Source: an optimization exercise on an open RTL-to-GDS flow (aim: small area and a short achievable clock period). Production flows keep margins and buffers that such runs may drop. RTL that was checked went through simulation tests only; none was proved equivalent to the original. Power is estimated from default activity; no workload was simulated.

## orange
==> module param_stack, before the edit <==
module param_stack #(
  parameter int DATA_W = stack_pkg::DATA_W_DEF,
  parameter int DEPTH  = stack_pkg::DEPTH_DEF,
  parameter int PTR_W  = 8
) (
  input  logic              clk,
  input  logic              rst,
  input  logic              push,
  input  logic              pop,
  input  logic              tos,
  input  logic              clr_err,
  input  logic [DATA_W-1:0] d_in,
  output logic [DATA_W-1:0] d_out,
  output logic              d_out_vld,
  output logic [PTR_W:0]    count,
  output logic              empty,
  output logic              full,
  output logic              overflow,
  output logic              underflow
);
  logic [8:0]       cnt_q;
  logic             empty_q, full_q;
  logic [7:0]       dout_q;
  logic             vld_q, ovf_q, unf_q;
  logic [15:0][7:0] cache_q;
  logic [15:0]      sv_q;       
  logic [15:0]      sd_q;       
  logic [2:0]       ph_q;       
  logic [1:0]       evt_q;      
  logic [1:0][3:0]  hi_q;       
  logic [1:0]       ld_en_q;
  logic [1:0][15:0] wb_we_q;    
  logic [1:0][7:0]  wb_data_q, ld_data_q;
  logic [2:0]       ld_off_q;
  logic [7:0]       rd_data0, rd_data1;
  logic       inc, dec, repl, rd;
  logic [3:0]       sa;
  logic [15:0]      oh_a, oh_b;    
  logic [15:0][7:0] cache_top;     
  assign sa = cnt_q[3:0];
  always_comb begin
    for (int s = 0; s < 16; s++) begin
      oh_a[s]      = (sa == 4'(s));
      oh_b[s]      = (sa == 4'(s + 1));
      cache_top[s] = cache_q[(s + 15) % 16];
    end
  end
  assign inc  = push && !full_q && (!pop || empty_q);
  assign dec  = pop && !push && !empty_q;
  assign repl = push && pop && !empty_q;
  assign rd   = !empty_q && (pop || (tos && !push));
  logic [2:0] ph_n;
  assign ph_n = ph_q + 3'd1;
  logic [1:0][3:0] hi_d;
  logic [1:0]      evt_d;
  always_comb begin
    for (int p = 0; p < 2; p++) begin
      logic [3:0] s;
      s = {p[0], ph_n};
      hi_d[p]  = (s < cnt_q[3:0]) ? cnt_q[7:4] : cnt_q[7:4] - 4'd1;
      evt_d[p] = (inc && oh_a[s]) || ((dec || repl) && oh_b[s]);
    end
  end
  logic [1:0] wb_go, ld_go;
  always_comb begin
    for (int p = 0; p < 2; p++) begin
      wb_go[p] = sd_q[{p[0], ph_q}] && !evt_q[p];
      ld_go[p] = !sv_q[{p[0], ph_q}] && !evt_q[p];
    end
  end
  always_ff @(posedge clk) begin
    ld_data_q[0] <= rd_data0;
    ld_data_q[1] <= rd_data1;
    for (int p = 0; p < 2; p++) begin
      wb_data_q[p] <= cache_q[{p[0], ph_q}];
      for (int h = 0; h < 16; h++) wb_we_q[p][h] <= wb_go[p] && hi_q[p] == 4'(h);
    end
    hi_q     <= hi_d;
    evt_q    <= evt_d;
    ld_off_q <= ph_q;
  end
  always_ff @(posedge clk) begin
    if (rst) begin
      cnt_q   <= '0;
      empty_q <= 1'b1;
      full_q  <= 1'b0;
      dout_q  <= '0;
      vld_q   <= 1'b0;
      ovf_q   <= 1'b0;
      unf_q   <= 1'b0;
      sv_q    <= '1;
      sd_q    <= '0;
      ph_q    <= '0;
      ld_en_q <= '0;
    end else begin
      ph_q    <= ph_n;
      ld_en_q <= ld_go;
      if (inc) begin
        cnt_q   <= cnt_q + 9'd1;
        empty_q <= 1'b0;
        full_q  <= (cnt_q == 9'd255);
      end else if (dec) begin
        cnt_q   <= cnt_q - 9'd1;
        empty_q <= (cnt_q == 9'd1);
        full_q  <= 1'b0;
      end
      vld_q <= rd;
      if (rd) dout_q <= cache_top[sa];
      ovf_q <= (ovf_q && !clr_err) || (push && !pop && full_q);
      unf_q <= (unf_q && !clr_err) || (empty_q && (pop || (tos && !push)));
      for (int s = 0; s < 16; s++) begin
        if ((inc && oh_a[s]) || (repl && oh_b[s])) begin
          cache_q[s] <= d_in;
          sv_q[s]    <= 1'b1;
          sd_q[s]    <= 1'b1;
        end else if (dec && oh_b[s]) begin
          sv_q[s] <= (cnt_q <= 9'd16);
          sd_q[s] <= 1'b0;
        end else begin
          if (ld_en_q[s / 8] && ld_off_q == 3'(s % 8) && !sv_q[s]) begin
            cache_q[s] <= ld_data_q[s / 8];
            sv_q[s]    <= 1'b1;
          end
          if (ph_q == 3'(s % 8) && wb_go[s / 8]) sd_q[s] <= 1'b0;
        end
      end
    end
  end
  stack_ram u_ram (
    .clk        (clk),
    .wb_we0_i   (wb_we_q[0]),
    .wb_we1_i   (wb_we_q[1]),
    .wb_data0_i (wb_data_q[0]),
    .wb_data1_i (wb_data_q[1]),
    .rd_row0_i  (hi_q[0]),
    .rd_row1_i  (hi_q[1]),
    .rd_data0_o (rd_data0),
    .rd_data1_o (rd_data1)
  );
  assign count     = cnt_q;
  assign empty     = empty_q;
  assign full      = full_q;
  assign d_out     = dout_q;
  assign d_out_vld = vld_q;
  assign overflow  = ovf_q;
  assign underflow = unf_q;
endmodule
export LEC_CHECK = 0
export CAP_MARGIN = 20
export CORE_MARGIN = 2
export CORE_UTILIZATION = 70
export CTS_CLUSTER_DIAMETER = 100
export CTS_CLUSTER_SIZE = 25
export SETUP_SLACK_MARGIN = 2.35
export SLEW_MARGIN = 20
create_clock -name core_clock -period 4.5 [get_ports {clk}]
run.sh (not shown) runs the stock make flow with config.mk's settings and CLKGATE_MAP_FILE= SYNTH_SCRIPT=/design/flow/synth_recipe.tcl, a recipe that flattens the netlist after the stock synthesis.
orange ran to completion and came out clean on the timing, design-rule and antenna checks.
## Diff of input files: blue against orange
diff --git a/flow/design.v b/flow/design.v
--- a/flow/design.v
+++ b/flow/design.v
@@ -63,11 +63,12 @@
   logic             vld_q, ovf_q, unf_q;
   logic [15:0][7:0] cache_q;
   logic [15:0]      sv_q;       
   logic [15:0]      sd_q;       
   logic [2:0]       ph_q;       
-  logic [1:0]       evt_q;      
+  logic [1:0]       wbg_q;      
+  logic [1:0]       ldg_q;      
   logic [1:0][3:0]  hi_q;       
   logic [1:0]       ld_en_q;
   logic [1:0][15:0] wb_we_q;    
   logic [1:0][7:0]  wb_data_q, ld_data_q;
   logic [2:0]       ld_off_q;
@@ -98,26 +99,27 @@
       s = {p[0], ph_n};
       hi_d[p]  = (s < cnt_q[3:0]) ? cnt_q[7:4] : cnt_q[7:4] - 4'd1;
       evt_d[p] = (inc && oh_a[s]) || ((dec || repl) && oh_b[s]);
     end
   end
-  logic [1:0] wb_go, ld_go;
+  logic [1:0] wb_go, ld_go, wbg_d, ldg_d;
   always_comb begin
     for (int p = 0; p < 2; p++) begin
-      wb_go[p] = sd_q[{p[0], ph_q}] && !evt_q[p];
-      ld_go[p] = !sv_q[{p[0], ph_q}] && !evt_q[p];
+      wbg_d[p] = sd_q[{p[0], ph_n}] && !evt_d[p];
+      ldg_d[p] = !sv_q[{p[0], ph_n}] && !evt_d[p];
     end
   end
+  assign wb_go = wbg_q;
+  assign ld_go = ldg_q;
   always_ff @(posedge clk) begin
     ld_data_q[0] <= rd_data0;
     ld_data_q[1] <= rd_data1;
     for (int p = 0; p < 2; p++) begin
       wb_data_q[p] <= cache_q[{p[0], ph_q}];
       for (int h = 0; h < 16; h++) wb_we_q[p][h] <= wb_go[p] && hi_q[p] == 4'(h);
     end
     hi_q     <= hi_d;
-    evt_q    <= evt_d;
     ld_off_q <= ph_q;
   end
   always_ff @(posedge clk) begin
     if (rst) begin
       cnt_q   <= '0;
@@ -129,13 +131,17 @@
       unf_q   <= 1'b0;
       sv_q    <= '1;
       sd_q    <= '0;
       ph_q    <= '0;
       ld_en_q <= '0;
+      wbg_q   <= '0;
+      ldg_q   <= '0;
     end else begin
       ph_q    <= ph_n;
       ld_en_q <= ld_go;
+      wbg_q   <= wbg_d;
+      ldg_q   <= ldg_d;
       if (inc) begin
         cnt_q   <= cnt_q + 9'd1;
         empty_q <= 1'b0;
         full_q  <= (cnt_q == 9'd255);
       end else if (dec) begin
blue | status: complete | timing, DRC, antenna: pass. blue vs. orange: later-pin clock latency in the skew report closely matched the old numbers; worst hold-check slack decreased by 0.0086 ns relative to the old numbers; minimum clock period after layout decreased by 0.061 ns relative to the old numbers; power share of the combinational group decreased by 3.6 points relative to the old numbers. Detailed-route via count: blue lower than orange. Going from orange to blue, number of cells produced by synthesis dropped 13; routed wire length went down about 2.3%; final routed wire length divided by cell count comparable; clock power share +4.1 points; setup slack went up by 0.061 ns. The die of blue is smaller than the one used in orange. From blue to orange, CTS H-tree depth did not move at all. Compared to orange, blue leaves more free space in the core.
Only the layout flow was run in orange; the RTL was not checked for function there.

* * *

The RTL this note starts from:
==> flow/design.v <==
package stack_pkg;
  localparam int DATA_W_DEF = 8;
  localparam int DEPTH_DEF  = 256;
endpackage
module stack_ram (
  input  logic       clk,
  input  logic [15:0] wb_we0_i,   
  input  logic [15:0] wb_we1_i,   
  input  logic [7:0]  wb_data0_i,
  input  logic [7:0]  wb_data1_i,
  input  logic [3:0] rd_row0_i,
  input  logic [3:0] rd_row1_i,
  output logic [7:0] rd_data0_o,
  output logic [7:0] rd_data1_o
);
  logic [31:0][7:0][7:0] ring_q;
  logic [15:0][7:0]      tail0, tail1;
  always_ff @(posedge clk) begin
    for (int g = 0; g < 32; g++) begin
      ring_q[g][0] <= ring_q[g][7];
      if (g % 2 == 0) begin
        if (wb_we0_i[g / 2]) ring_q[g][1] <= wb_data0_i;
        else                                      ring_q[g][1] <= ring_q[g][0];
      end else begin
        if (wb_we1_i[g / 2]) ring_q[g][1] <= wb_data1_i;
        else                                      ring_q[g][1] <= ring_q[g][0];
      end
      for (int j = 2; j < 8; j++) ring_q[g][j] <= ring_q[g][j-1];
    end
  end
  always_comb begin
    for (int h = 0; h < 16; h++) begin
      tail0[h] = ring_q[2*h][7];
      tail1[h] = ring_q[2*h+1][7];
    end
  end
  assign rd_data0_o = tail0[rd_row0_i];
  assign rd_data1_o = tail1[rd_row1_i];
endmodule
module param_stack #(
  parameter int DATA_W = stack_pkg::DATA_W_DEF,
  parameter int DEPTH  = stack_pkg::DEPTH_DEF,
  parameter int PTR_W  = 8
) (
  input  logic              clk,
  input  logic              rst,
  input  logic              push,
  input  logic              pop,
  input  logic              tos,
  input  logic              clr_err,
  input  logic [DATA_W-1:0] d_in,
  output logic [DATA_W-1:0] d_out,
  output logic              d_out_vld,
  output logic [PTR_W:0]    count,
  output logic              empty,
  output logic              full,
  output logic              overflow,
  output logic              underflow
);
  logic [8:0]       cnt_q;
  logic             empty_q, full_q;
  logic [7:0]       dout_q;
  logic             vld_q, ovf_q, unf_q;
  logic [15:0][7:0] cache_q;
  logic [15:0]      sv_q;       
  logic [15:0]      sd_q;       
  logic [2:0]       ph_q;       
  logic [1:0]       evt_q;      
  logic [1:0][3:0]  hi_q;       
  logic [1:0]       ld_en_q;
  logic [1:0][15:0] wb_we_q;    
  logic [1:0][7:0]  wb_data_q, ld_data_q;
  logic [2:0]       ld_off_q;
  logic [7:0]       rd_data0, rd_data1;
  logic       inc, dec, repl, rd;
  logic [3:0]       sa;
  logic [15:0]      oh_a, oh_b;    
  logic [15:0][7:0] cache_top;     
  assign sa = cnt_q[3:0];
  always_comb begin
    for (int s = 0; s < 16; s++) begin
      oh_a[s]      = (sa == 4'(s));
      oh_b[s]      = (sa == 4'(s + 1));
      cache_top[s] = cache_q[(s + 15) % 16];
    end
  end
  assign inc  = push && !full_q && (!pop || empty_q);
  assign dec  = pop && !push && !empty_q;
  assign repl = push && pop && !empty_q;
  assign rd   = !empty_q && (pop || (tos && !push));
  logic [2:0] ph_n;
  assign ph_n = ph_q + 3'd1;
  logic [1:0][3:0] hi_d;
  logic [1:0]      evt_d;
  always_comb begin
    for (int p = 0; p < 2; p++) begin
      logic [3:0] s;
      s = {p[0], ph_n};
      hi_d[p]  = (s < cnt_q[3:0]) ? cnt_q[7:4] : cnt_q[7:4] - 4'd1;
      evt_d[p] = (inc && oh_a[s]) || ((dec || repl) && oh_b[s]);
    end
  end
  logic [1:0] wb_go, ld_go;
  always_comb begin
    for (int p = 0; p < 2; p++) begin
      wb_go[p] = sd_q[{p[0], ph_q}] && !evt_q[p];
      ld_go[p] = !sv_q[{p[0], ph_q}] && !evt_q[p];
    end
  end
  always_ff @(posedge clk) begin
    ld_data_q[0] <= rd_data0;
    ld_data_q[1] <= rd_data1;
    for (int p = 0; p < 2; p++) begin
      wb_data_q[p] <= cache_q[{p[0], ph_q}];
      for (int h = 0; h < 16; h++) wb_we_q[p][h] <= wb_go[p] && hi_q[p] == 4'(h);
    end
    hi_q     <= hi_d;
    evt_q    <= evt_d;
    ld_off_q <= ph_q;
  end
  always_ff @(posedge clk) begin
    if (rst) begin
      cnt_q   <= '0;
      empty_q <= 1'b1;
      full_q  <= 1'b0;
      dout_q  <= '0;
      vld_q   <= 1'b0;
      ovf_q   <= 1'b0;
      unf_q   <= 1'b0;
      sv_q    <= '1;
      sd_q    <= '0;
      ph_q    <= '0;
      ld_en_q <= '0;
    end else begin
      ph_q    <= ph_n;
      ld_en_q <= ld_go;
      if (inc) begin
        cnt_q   <= cnt_q + 9'd1;
        empty_q <= 1'b0;
        full_q  <= (cnt_q == 9'd255);
      end else if (dec) begin
        cnt_q   <= cnt_q - 9'd1;
        empty_q <= (cnt_q == 9'd1);
        full_q  <= 1'b0;
      end
      vld_q <= rd;
      if (rd) dout_q <= cache_top[sa];
      ovf_q <= (ovf_q && !clr_err) || (push && !pop && full_q);
      unf_q <= (unf_q && !clr_err) || (empty_q && (pop || (tos && !push)));
      for (int s = 0; s < 16; s++) begin
        if ((inc && oh_a[s]) || (repl && oh_b[s])) begin
          cache_q[s] <= d_in;
          sv_q[s]    <= 1'b1;
          sd_q[s]    <= 1'b1;
        end else if (dec && oh_b[s]) begin
          sv_q[s] <= (cnt_q <= 9'd16);
          sd_q[s] <= 1'b0;
        end else begin
          if (ld_en_q[s / 8] && ld_off_q == 3'(s % 8) && !sv_q[s]) begin
            cache_q[s] <= ld_data_q[s / 8];
            sv_q[s]    <= 1'b1;
          end
          if (ph_q == 3'(s % 8) && wb_go[s / 8]) sd_q[s] <= 1'b0;
        end
      end
    end
  end
  stack_ram u_ram (
    .clk        (clk),
    .wb_we0_i   (wb_we_q[0]),
    .wb_we1_i   (wb_we_q[1]),
    .wb_data0_i (wb_data_q[0]),
    .wb_data1_i (wb_data_q[1]),
    .rd_row0_i  (hi_q[0]),
    .rd_row1_i  (hi_q[1]),
    .rd_data0_o (rd_data0),
    .rd_data1_o (rd_data1)
  );
  assign count     = cnt_q;
  assign empty     = empty_q;
  assign full      = full_q;
  assign d_out     = dout_q;
  assign d_out_vld = vld_q;
  assign overflow  = ovf_q;
  assign underflow = unf_q;
endmodule
clock: 4.5 ns
lec_check: 0
cap_margin: 20
core_margin: 2
core_utilization: 70
setup_slack_margin: 2.3
slew_margin: 20
The starting point finished with timing, DRC and antenna clean.
Then changed:
--- a/flow/design.v
+++ b/flow/design.v
@@ -4,10 +4,11 @@
 endpackage
 module stack_ram (
   input  logic       clk,
-  input  logic [15:0] wb_we0_i,   
-  input  logic [15:0] wb_we1_i,   
-  input  logic [7:0]  wb_data0_i,
-  input  logic [7:0]  wb_data1_i,
+  input  logic [1:0] wb_en_i,
+  input  logic [3:0] wb_row0_i,
+  input  logic [3:0] wb_row1_i,
+  input  logic [7:0] wb_data0_i,
+  input  logic [7:0] wb_data1_i,
   input  logic [3:0] rd_row0_i,
   input  logic [3:0] rd_row1_i,
   output logic [7:0] rd_data0_o,
@@ -19,10 +20,10 @@
     for (int g = 0; g < 32; g++) begin
       ring_q[g][0] <= ring_q[g][7];
       if (g % 2 == 0) begin
-        if (wb_we0_i[g / 2]) ring_q[g][1] <= wb_data0_i;
+        if (wb_en_i[0] && wb_row0_i == 4'(g / 2)) ring_q[g][1] <= wb_data0_i;
         else                                      ring_q[g][1] <= ring_q[g][0];
       end else begin
-        if (wb_we1_i[g / 2]) ring_q[g][1] <= wb_data1_i;
+        if (wb_en_i[1] && wb_row1_i == 4'(g / 2)) ring_q[g][1] <= wb_data1_i;
         else                                      ring_q[g][1] <= ring_q[g][0];
       end
       for (int j = 2; j < 8; j++) ring_q[g][j] <= ring_q[g][j-1];
@@ -67,8 +68,8 @@
   logic [2:0]       ph_q;       
   logic [1:0]       evt_q;      
   logic [1:0][3:0]  hi_q;       
-  logic [1:0]       ld_en_q;
-  logic [1:0][15:0] wb_we_q;    
+  logic [1:0]       wb_en_q, ld_en_q;
+  logic [1:0][3:0]  wb_row_q;
   logic [1:0][7:0]  wb_data_q, ld_data_q;
   logic [2:0]       ld_off_q;
   logic [7:0]       rd_data0, rd_data1;
@@ -112,7 +113,7 @@
     ld_data_q[1] <= rd_data1;
     for (int p = 0; p < 2; p++) begin
       wb_data_q[p] <= cache_q[{p[0], ph_q}];
-      for (int h = 0; h < 16; h++) wb_we_q[p][h] <= wb_go[p] && hi_q[p] == 4'(h);
+      wb_row_q[p]  <= hi_q[p];
     end
     hi_q     <= hi_d;
     evt_q    <= evt_d;
@@ -130,9 +131,11 @@
       sv_q    <= '1;
       sd_q    <= '0;
       ph_q    <= '0;
+      wb_en_q <= '0;
       ld_en_q <= '0;
     end else begin
       ph_q    <= ph_n;
+      wb_en_q <= wb_go;
       ld_en_q <= ld_go;
       if (inc) begin
         cnt_q   <= cnt_q + 9'd1;
@@ -167,8 +170,9 @@
   end
   stack_ram u_ram (
     .clk        (clk),
-    .wb_we0_i   (wb_we_q[0]),
-    .wb_we1_i   (wb_we_q[1]),
+    .wb_en_i    (wb_en_q),
+    .wb_row0_i  (wb_row_q[0]),
+    .wb_row1_i  (wb_row_q[1]),
     .wb_data0_i (wb_data_q[0]),
     .wb_data1_i (wb_data_q[1]),
     .rd_row0_i  (hi_q[0]),
The new run passed the timing, design-rule and antenna checks. Cell count is about the same. Setup slack got worse by 56 ps. Design area stays flat. Clock-buffer cell count is higher by 9. Non-clock buffer count came out higher by 13. Global-route usage went down by 1.4 points. Combinational power came out lower by about 40%. Utilization came out higher by 0.16 points.
No functional check of the RTL was part of any run of this note.

[static timing again, ports no longer ideal]
How much do the figures lean on ideal ports? The routed layouts below were timed once more, with nothing changed but the port constraints. Step 1 sets driving cells, clkbuf_16 on the clock port and buf_2 on the other inputs (assumed; they add their load-dependent delay and slew). Step 2, shift: input delay + t, output delay - t, t = (earliest + latest rising clock arrival at the registers) / 2. This alone moves slack from input paths to output paths. Slacks: ideal / step 1 / step 2; pairs: ideal / step 1.
| run | t, ns | slack for setup (ns) | worst data-port slew with drivers (ns) | pins driven straight from the clock port |
|---|---|---|---|---|
| orange | 0.745 | 2.238 / 2.202 / 1.603 | 0.06 | 1 |
| blue | 0.753 | 2.299 / 2.232 / 1.663 | 0.06 | 1 |
| the first run of note 2 | 0.856 | 2.220 / 2.171 / 1.468 | 0.07 | 1 |
| the second run of note 2 | 0.852 | 2.164 / 2.161 / 1.584 | 0.05 | 1 |
After both steps every run listed still meets setup and hold. For the first run of note 2, which loses most, drivers alone change the setup slack by -0.049 ns; drivers and shift together by -0.752 ns.
